This is an optimization exercise on Yosys and OpenROAD, whose aim is small area, not a production implementation. The RTL was checked by simulation tests, not by an equivalence proof against the original design. Power figures rest on the tool's default switching activity, not on a simulated workload.

File: flow/run.sh
#!/bin/bash
# synth_recipe.tcl (not shown) runs the flow's synth.tcl, then flattens the netlist and writes it again
# the make line also repeats each setting of config.mk as NAME=value (left out here)
make -C /OpenROAD-flow-scripts/flow DESIGN_CONFIG=/design/flow/config.mk WORK_HOME=/design/flow/orfs CLKGATE_MAP_FILE= SYNTH_SCRIPT=/design/flow/synth_recipe.tcl finish
File: flow/config.mk
export PLATFORM = sky130hd
export DESIGN_NAME = mtmp_pow_calc
export DESIGN_NICKNAME = mtmp_pow_calc
export VERILOG_FILES = /design/flow/design.v
export SDC_FILE = /design/flow/constraint.sdc
export NUM_CORES = 4
export LEC_CHECK = 0
export CAP_MARGIN = 20
export CORE_MARGIN = 2
export CORE_UTILIZATION = 40
export SLEW_MARGIN = 20
File: flow/constraint.sdc
create_clock -name core_clock -period 7.0 [get_ports {clk}]
set_input_delay 1.4000 -clock core_clock [delete_from_list [all_inputs] [get_ports {clk}]]
set_output_delay 1.4000 -clock core_clock [all_outputs]
set_load 0.01 [all_outputs]
File: flow/design.v
module mtmp_pow_calc #(
  parameter int unsigned DW_IN  = 10,
  parameter int unsigned DW_DEC = 8,
  parameter int unsigned DW_DIV = 10
) (
  input  logic              clk,
  input  logic              rst_n,
  input  logic              in_vld,
  input  logic [DW_IN-1:0]  imoy_i_j,
  input  logic [DW_IN-1:0]  imoy_ii_jj,
  input  logic [DW_DIV-1:0] divisor,
  input  logic [1:0]        pow_sel,
  output logic              out_vld,
  output logic [DW_DEC:0]   mtmp,
  output logic              div0
);
  localparam int unsigned NW     = DW_IN + DW_DEC;
  localparam int unsigned DW_OUT = DW_DEC + 1;
  localparam logic [2*DW_OUT-1:0] RND     = (2*DW_OUT)'(1) << (DW_DEC - 1);
  localparam logic [2*DW_OUT-1:0] SAT_LIM = (2*DW_OUT)'(1) << DW_OUT;
  logic adv;
  assign adv = 1'b1;
  function automatic logic [DW_OUT-1:0] sq_step(input logic [DW_OUT-1:0] x);
    logic [2*DW_OUT-1:0] p;
    logic [2*DW_OUT-1:0] r;
    p = {{DW_OUT{1'b0}}, x} * {{DW_OUT{1'b0}}, x};
    r = (p + RND) >> DW_DEC;
    sq_step = (r >= SAT_LIM) ? {DW_OUT{1'b1}} : r[DW_OUT-1:0];
  endfunction
  logic [DW_IN-1:0] diff;
  assign diff = (imoy_i_j > imoy_ii_jj) ? imoy_i_j - imoy_ii_jj : '0;
  logic              vld_q [NW+1];
  logic [NW-1:0]     nq_q  [NW+1];
  logic [DW_DIV-1:0] rem_q [NW+1];
  logic [DW_DIV-1:0] dv_q  [NW+1];
  logic [1:0]        ps_q  [NW+1];
  logic              z_q   [NW+1];
  logic [DW_DIV:0] sh  [1:NW];
  logic [DW_DIV:0] sub [1:NW];
  logic            ge  [1:NW];
  always_comb begin
    for (int k = 1; k <= int'(NW); k++) begin
      sh[k]  = {rem_q[k-1], nq_q[k-1][NW-1]};
      ge[k]  = sh[k] >= {1'b0, dv_q[k-1]};
      sub[k] = sh[k] - {1'b0, dv_q[k-1]};
    end
  end
  always_ff @(posedge clk or negedge rst_n) begin
    if (!rst_n) begin
      for (int k = 0; k <= int'(NW); k++) begin
        vld_q[k] <= 1'b0;
        nq_q[k]  <= '0;
        rem_q[k] <= '0;
        dv_q[k]  <= '0;
        ps_q[k]  <= '0;
        z_q[k]   <= 1'b0;
      end
    end else if (adv) begin
      vld_q[0] <= in_vld;
      if (in_vld) begin
        nq_q[0]  <= {diff, {DW_DEC{1'b0}}};
        rem_q[0] <= '0;
        dv_q[0]  <= divisor;
        ps_q[0]  <= pow_sel;
        z_q[0]   <= (divisor == '0);
      end
      for (int k = 1; k <= int'(NW); k++) begin
        vld_q[k] <= vld_q[k-1];
        if (vld_q[k-1]) begin
          rem_q[k] <= ge[k] ? sub[k][DW_DIV-1:0] : sh[k][DW_DIV-1:0];
          nq_q[k]  <= {nq_q[k-1][NW-2:0], ge[k]};
          dv_q[k]  <= dv_q[k-1];
          ps_q[k]  <= ps_q[k-1];
          z_q[k]   <= z_q[k-1];
        end
      end
    end
  end
  logic [DW_OUT-1:0] x_clamp;
  always_comb begin
    if (z_q[NW] || (|nq_q[NW][NW-1:DW_OUT])) x_clamp = {DW_OUT{1'b1}};
    else                                    x_clamp = nq_q[NW][DW_OUT-1:0];
  end
  logic [DW_OUT-1:0] sq_x_q   [3];
  logic [1:0]        sq_ps_q  [3];
  logic              sq_z_q   [3];
  logic              sq_vld_q [3];
  always_ff @(posedge clk or negedge rst_n) begin
    if (!rst_n) begin
      for (int i = 0; i < 3; i++) begin
        sq_x_q[i]   <= '0;
        sq_ps_q[i]  <= '0;
        sq_z_q[i]   <= 1'b0;
        sq_vld_q[i] <= 1'b0;
      end
    end else if (adv) begin
      sq_vld_q[0] <= vld_q[NW];
      if (vld_q[NW]) begin
        sq_x_q[0]  <= (ps_q[NW] != 2'd0) ? sq_step(x_clamp) : x_clamp;
        sq_ps_q[0] <= ps_q[NW];
        sq_z_q[0]  <= z_q[NW];
      end
      sq_vld_q[1] <= sq_vld_q[0];
      if (sq_vld_q[0]) begin
        sq_x_q[1]  <= (sq_ps_q[0] >= 2'd2) ? sq_step(sq_x_q[0]) : sq_x_q[0];
        sq_ps_q[1] <= sq_ps_q[0];
        sq_z_q[1]  <= sq_z_q[0];
      end
      sq_vld_q[2] <= sq_vld_q[1];
      if (sq_vld_q[1]) begin
        sq_x_q[2]  <= (sq_ps_q[1] == 2'd3) ? sq_step(sq_x_q[1]) : sq_x_q[1];
        sq_ps_q[2] <= sq_ps_q[1];
        sq_z_q[2]  <= sq_z_q[1];
      end
    end
  end
  assign out_vld = sq_vld_q[2];
  assign mtmp    = sq_x_q[2];
  assign div0    = sq_z_q[2];
endmodule
==> run notes <==
- The run finished with no timing, DRC or antenna violations.
- The async set-or-reset flop fraction in the synthesized netlist is 100.0%.
- The number of nets in the synthesized netlist is about 4400.
- The setup check on the worst reg-to-reg path leaves a slack of 970 ps.
- Measured along the y axis, the die boundary spans around 320 µm.
- Buffers added to address setup during post-CTS repair amount to 0.
- The detailed-route wire length is 84.58 mm.
- The sum of net half-perimeters after detailed placement is 61.81 mm.
- In this run the count of I/O pins placed on the die edge is 46.
- In the final design database the tool counted roughly 4400 nets.
- The count of vias placed by the detailed router is about 28000.
- The number of different library cells used by synthesis comes to between 70 and 80.
- The cell area that synthesis handed to floorplanning was roughly 40000 µm².
- The detail route stage leaves a number of antenna-violating nets equal to 0.
- The layout overhead on the synthesized area is 10.82%.
- The cell type contributing the most total cell area after synthesis is sky130_fd_sc_hd__dfrtp_1.
- The power density normalized to cell area is roughly 450 nW/µm².
- The first-pass GRT wire length is around 140 mm.
- The adder-cell share of the synthesized area is between 10% and 20%.
- Dividing the detail-routed via count by the number of cells gives 5.239.
- The critical path launch point type is a flip-flop.
- The number of hold violations in the final report is 0.
- At the pin with the least slew margin, the transition time is 1089 ps.
- Input and output buffers added on the ports amount to 45.
- Entering global routing, the biggest net connects approximately 170 pins.
- Setup repair after global routing left no endpoint under its margin.
- Global routing used 16.80% of the available tracks.
- The number of warning messages in the yosys log is 14.
- The prevailing post-synth register cell is sky130_fd_sc_hd__dfrtp_1.
- The floorplan step set the die width to roughly 320 µm.
- The multiplexer area fraction after synthesis is between 9 and 10%.
- The clock skew is approximately 27 ps.
- The portion of the clock cycle consumed by the worst path in the final layout is between 80% and 90%.
- In the final layout, the share of cells above drive strength 1 is roughly 12%.
- The max capacitance violation total is 0.
- The number of global-route vias before repair is approximately 28000.
- For this run, the top clock speed supported by timing is 165.9 MHz.
- 0 antenna diodes ended up in the layout.
- The arrival time at the worst endpoint is between 6000 and 7000 ps.
- The number of pins with negative max-slew slack in the final report is 0.
- The first routing iteration left approximately 1500 violations.
- Dividing the synthesized area by the synthesized cell count gives between 10 and 15 µm².
- The floorplan step defined a die boundary enclosing 103500 µm².
- Once the floorplan was initialized, standard cells occupied 40.34% of the core.
- Setup violations remaining at the end of the flow were counted as 0.
- The post-synthesis share of cell area spent on and, or, nand and nor gates is 11.08%.
- TritonCTS built the clock tree.
- The post-synthesis compound-gate area fraction is about an eighth.
- By area, the combinational part of the netlist is dominated by adder cells.
- TritonCTS created 77 clock buffers.
- At the end of routability-driven placement, the weighted congestion stood at between 0.8 and 0.9.
- The path type of the worst setup path is reg -> reg.
- Yosys attributes the largest share of cell area to sky130_fd_sc_hd__dfrtp_1 43%, sky130_fd_sc_hd__ha_1 9.2%, sky130_fd_sc_hd__mux2_2 7.7%.
- The number of clock sinks is about 690.
- IR analysis of the VDD net gives a maximum drop of ~0.66 mV.
- The clock passes through at most 3 buffers.
- Counting flops and latches in the post-synthesis netlist gives between 600 and 700.
- The tightest slew margin relative to the limit is a little over a quarter.
- In this run the biggest area consumer among cell types represents 42.68% of the synthesized area.
- In this run the worst path has a maximum fanout of 23.
- The depth of the CTS H-tree is 3.
- The floorplan has between 100 and 150 rows.
- The synthesized design contains 0 enable-type register cells.
- The class of the tightest hold or removal check is reg -> reg.
- After detailed routing, the number of remaining DRC violations is 0.
- The final core utilization is 44.70%.
- The accumulated negative setup slack is 0 ps.
- The number of buffers added to fix hold violations after cts is 0.
- The number of resized instances in the post-cts repair step is 0.
- After layout, the minimum clock period comes to 6028 ps.
- The aggregate global routing overflow is 0.
- Synthesis produced 3964 cells.
- For the worst-skew pair, the clock arrives at the later sink with an insertion delay of 620 ps.
- The element type at the critical path end is a flip-flop.
- Clock-pin slew was measured on the worst setup and hold paths at 60 ps.
- In this run the static leakage power is between 15 and 20 nW.
- The number of detailed-route iterations in the first pass is 5.
- Of the total synthesized cell area, the portion taken by XOR and XNOR cells is 2.881%.
- STA puts the critical path data required time at 7500 ps.
- The tree is rooted in a sky130_fd_sc_hd__clkbuf_16.
- The core area is ~100000 µm².
- The post-synthesis sequential area ratio is roughly 43%.
- In the final routed layout, each cell accounts on average for 15.92 µm.
- The initial antenna violation count came to 0.
==> stage by stage <==
| stage | instances | worst slack (ps) | hold slack, ps | cell area [µm²] | power, W |
|---|---|---|---|---|---|
| after detailed placement | 5173 | 953.2 | 444.9 | 42150 | 0.01631 |
| final | 5314 | 972.0 | 459.6 | 44770 | 0.02028 |
| after CTS | 5314 | 933.7 | 461.2 | 44760 | 0.02058 |
| after global routing | 5314 | 494.7 | 483.9 | 44770 | 0.02214 |
| after floorplan | 3964 | 1067 | 351.9 | 40400 | 0.01380 |
| after global placement | 5173 | 1025 | 430.9 | 42150 | 0.01616 |
==> cell families after synthesis <==
group,Yosys count
xor gates and xnor gates,132
DFF,689
and+or+nand+nor,941
buffers and inverters,581
adders and majority gates,416
muxes,363
AOI/OAI and AO/OA,842
==> routing by layer <==
metal  global-route usage [%]  share of wire, %  up-vias
li1                         -                 -    13660
met1                    21.34                45    13700
met2                    29.73                50      353
met3                    2.150               2.7      129
met4                    5.067               2.6        0
met5                        0                 0        -
==> area by class of cell <==
class	instances	area, µm²
timing repair buffer	77	733.2
sequential	689	17250
inverter	415	1558
clock buffer	116	2349
clock inverter	25	266.5
fill	9586	55380
tap	1298	1624
multi-input combinational	2694	20990
==> synthesized netlist by cell type (8+ instances only) <==
| cell | count |
|---|---|
| sky130_fd_sc_hd__and2_1 | 60 |
| sky130_fd_sc_hd__nor2_1 | 230 |
| sky130_fd_sc_hd__ha_1 | 298 |
| sky130_fd_sc_hd__nor2b_1 | 88 |
| sky130_fd_sc_hd__nand2_1 | 327 |
| sky130_fd_sc_hd__nor3b_1 | 9 |
| sky130_fd_sc_hd__a221oi_1 | 8 |
| sky130_fd_sc_hd__o21a_1 | 12 |
| sky130_fd_sc_hd__dfrtp_1 | 689 |
| sky130_fd_sc_hd__o32ai_1 | 13 |
| sky130_fd_sc_hd__clkbuf_1 | 136 |
| sky130_fd_sc_hd__a211oi_1 | 31 |
| sky130_fd_sc_hd__o22ai_1 | 29 |
| sky130_fd_sc_hd__and3_1 | 12 |
| sky130_fd_sc_hd__nand3_1 | 51 |
| sky130_fd_sc_hd__buf_1 | 13 |
| sky130_fd_sc_hd__inv_1 | 415 |
| sky130_fd_sc_hd__xor2_1 | 45 |
| sky130_fd_sc_hd__a211o_1 | 8 |
| sky130_fd_sc_hd__or3_1 | 36 |
| sky130_fd_sc_hd__buf_2 | 17 |
| sky130_fd_sc_hd__xnor2_1 | 86 |
| sky130_fd_sc_hd__a21boi_0 | 16 |
| sky130_fd_sc_hd__o311ai_0 | 17 |
| sky130_fd_sc_hd__mux2_2 | 278 |
| sky130_fd_sc_hd__a21o_1 | 56 |
| sky130_fd_sc_hd__a21oi_1 | 182 |
| sky130_fd_sc_hd__mux2i_1 | 85 |
| sky130_fd_sc_hd__a311o_1 | 9 |
| sky130_fd_sc_hd__o22a_1 | 13 |
| sky130_fd_sc_hd__nor3_1 | 40 |
| sky130_fd_sc_hd__fa_1 | 117 |
| sky130_fd_sc_hd__a2111o_1 | 11 |
| sky130_fd_sc_hd__a31oi_1 | 54 |
| sky130_fd_sc_hd__o21ai_0 | 307 |
| sky130_fd_sc_hd__nand2b_1 | 20 |
| sky130_fd_sc_hd__o211ai_1 | 8 |
| sky130_fd_sc_hd__a2111oi_0 | 12 |
| sky130_fd_sc_hd__nand4_1 | 38 |
==> power by group <==
group | switching [W] | internal, W | leakage [nW]
clock network | 0.00164 | 0.00247 | 1.29
registers | 0.00106 | 0.00518 | 8.28
logic | 0.00534 | 0.00459 | 9.78
==> worst max-delay path: stages (launching register included) <==
cell                       delay (ps)
sky130_fd_sc_hd__dfrtp_1          410
sky130_fd_sc_hd__nor4_4           360
sky130_fd_sc_hd__nand3_1          120
sky130_fd_sc_hd__buf_4            220
sky130_fd_sc_hd__a21oi_1          280
sky130_fd_sc_hd__fa_1             220
sky130_fd_sc_hd__inv_1             50
sky130_fd_sc_hd__fa_1             530
sky130_fd_sc_hd__inv_1             50
sky130_fd_sc_hd__fa_1             470
sky130_fd_sc_hd__inv_1             50
sky130_fd_sc_hd__fa_1             570
sky130_fd_sc_hd__fa_1             430
sky130_fd_sc_hd__ha_1             310
sky130_fd_sc_hd__and4_1           230
sky130_fd_sc_hd__and3_1           180
sky130_fd_sc_hd__a22o_1           270
sky130_fd_sc_hd__o21ba_4          240
sky130_fd_sc_hd__o2111a_1         260
sky130_fd_sc_hd__o211ai_4         330
sky130_fd_sc_hd__o211ai_1         140
sky130_fd_sc_hd__o221a_2          170
==> sequential cells by signal, summed over array words and instances, names as in the netlist <==
signal / count
sq_x_q: 27
ps_q: 38
z_q: 19
vld_q: 19
sq_ps_q: 4
sq_vld_q: 3
nq_q: 226
rem_q: 170
dv_q: 180
sq_z_q: 3
==> worst paths after layout <==
check,cells after the start,start,to
setup / recovery,21,nq_q[18][10],sq_x_q[0][1]
hold / removal,0,vld_q[9],vld_q[10]
setup reg to reg,21,nq_q[18][10],sq_x_q[0][1]
hold reg to reg,0,vld_q[9],vld_q[10]
max in group asynchronous,2,rst_n,nq_q[1][13]
min in group asynchronous,1,rst_n,nq_q[18][10]
==> cells in the final DEF, fill, tap and decap left out, types with 86 or more instances in the layout <==
| cell | instances |
|---|---|
| sky130_fd_sc_hd__dfrtp_1 | 681 |
| sky130_fd_sc_hd__inv_1 | 415 |
| sky130_fd_sc_hd__nand2_1 | 327 |
| sky130_fd_sc_hd__o21ai_0 | 307 |
| sky130_fd_sc_hd__ha_1 | 298 |
| sky130_fd_sc_hd__mux2_2 | 278 |
| sky130_fd_sc_hd__nor2_1 | 230 |
| sky130_fd_sc_hd__a21oi_1 | 182 |
| sky130_fd_sc_hd__fa_1 | 117 |
| sky130_fd_sc_hd__nor2b_1 | 88 |
| sky130_fd_sc_hd__xnor2_1 | 86 |

==> port drivers added, routing unchanged <==
The flow's constraints put no driver on any port. The routed layout listed below was extracted and timed again, unchanged, in two steps.
Step 1: set_driving_cell puts a clkbuf_16 on clk and a buf_2 on each other input, an assumption about the parent block.
Step 2, shift: input delay + t, output delay - t, t = (earliest + latest rising clock arrival at the registers) / 2. This alone moves slack from input paths to output paths.
a / b / c = ideal / step 1 / step 2; a / b = the first two.
shift t [ns]: 0.681
setup slack, ns: 0.972 / 0.972 / 0.972
worst setup path at the end: register to register
pins driven straight from the clock port: 1
After both steps setup and hold are still met in this run. The setup slack of this run moves by 0.000 ns with the drivers and by 0.000 ns with both steps.
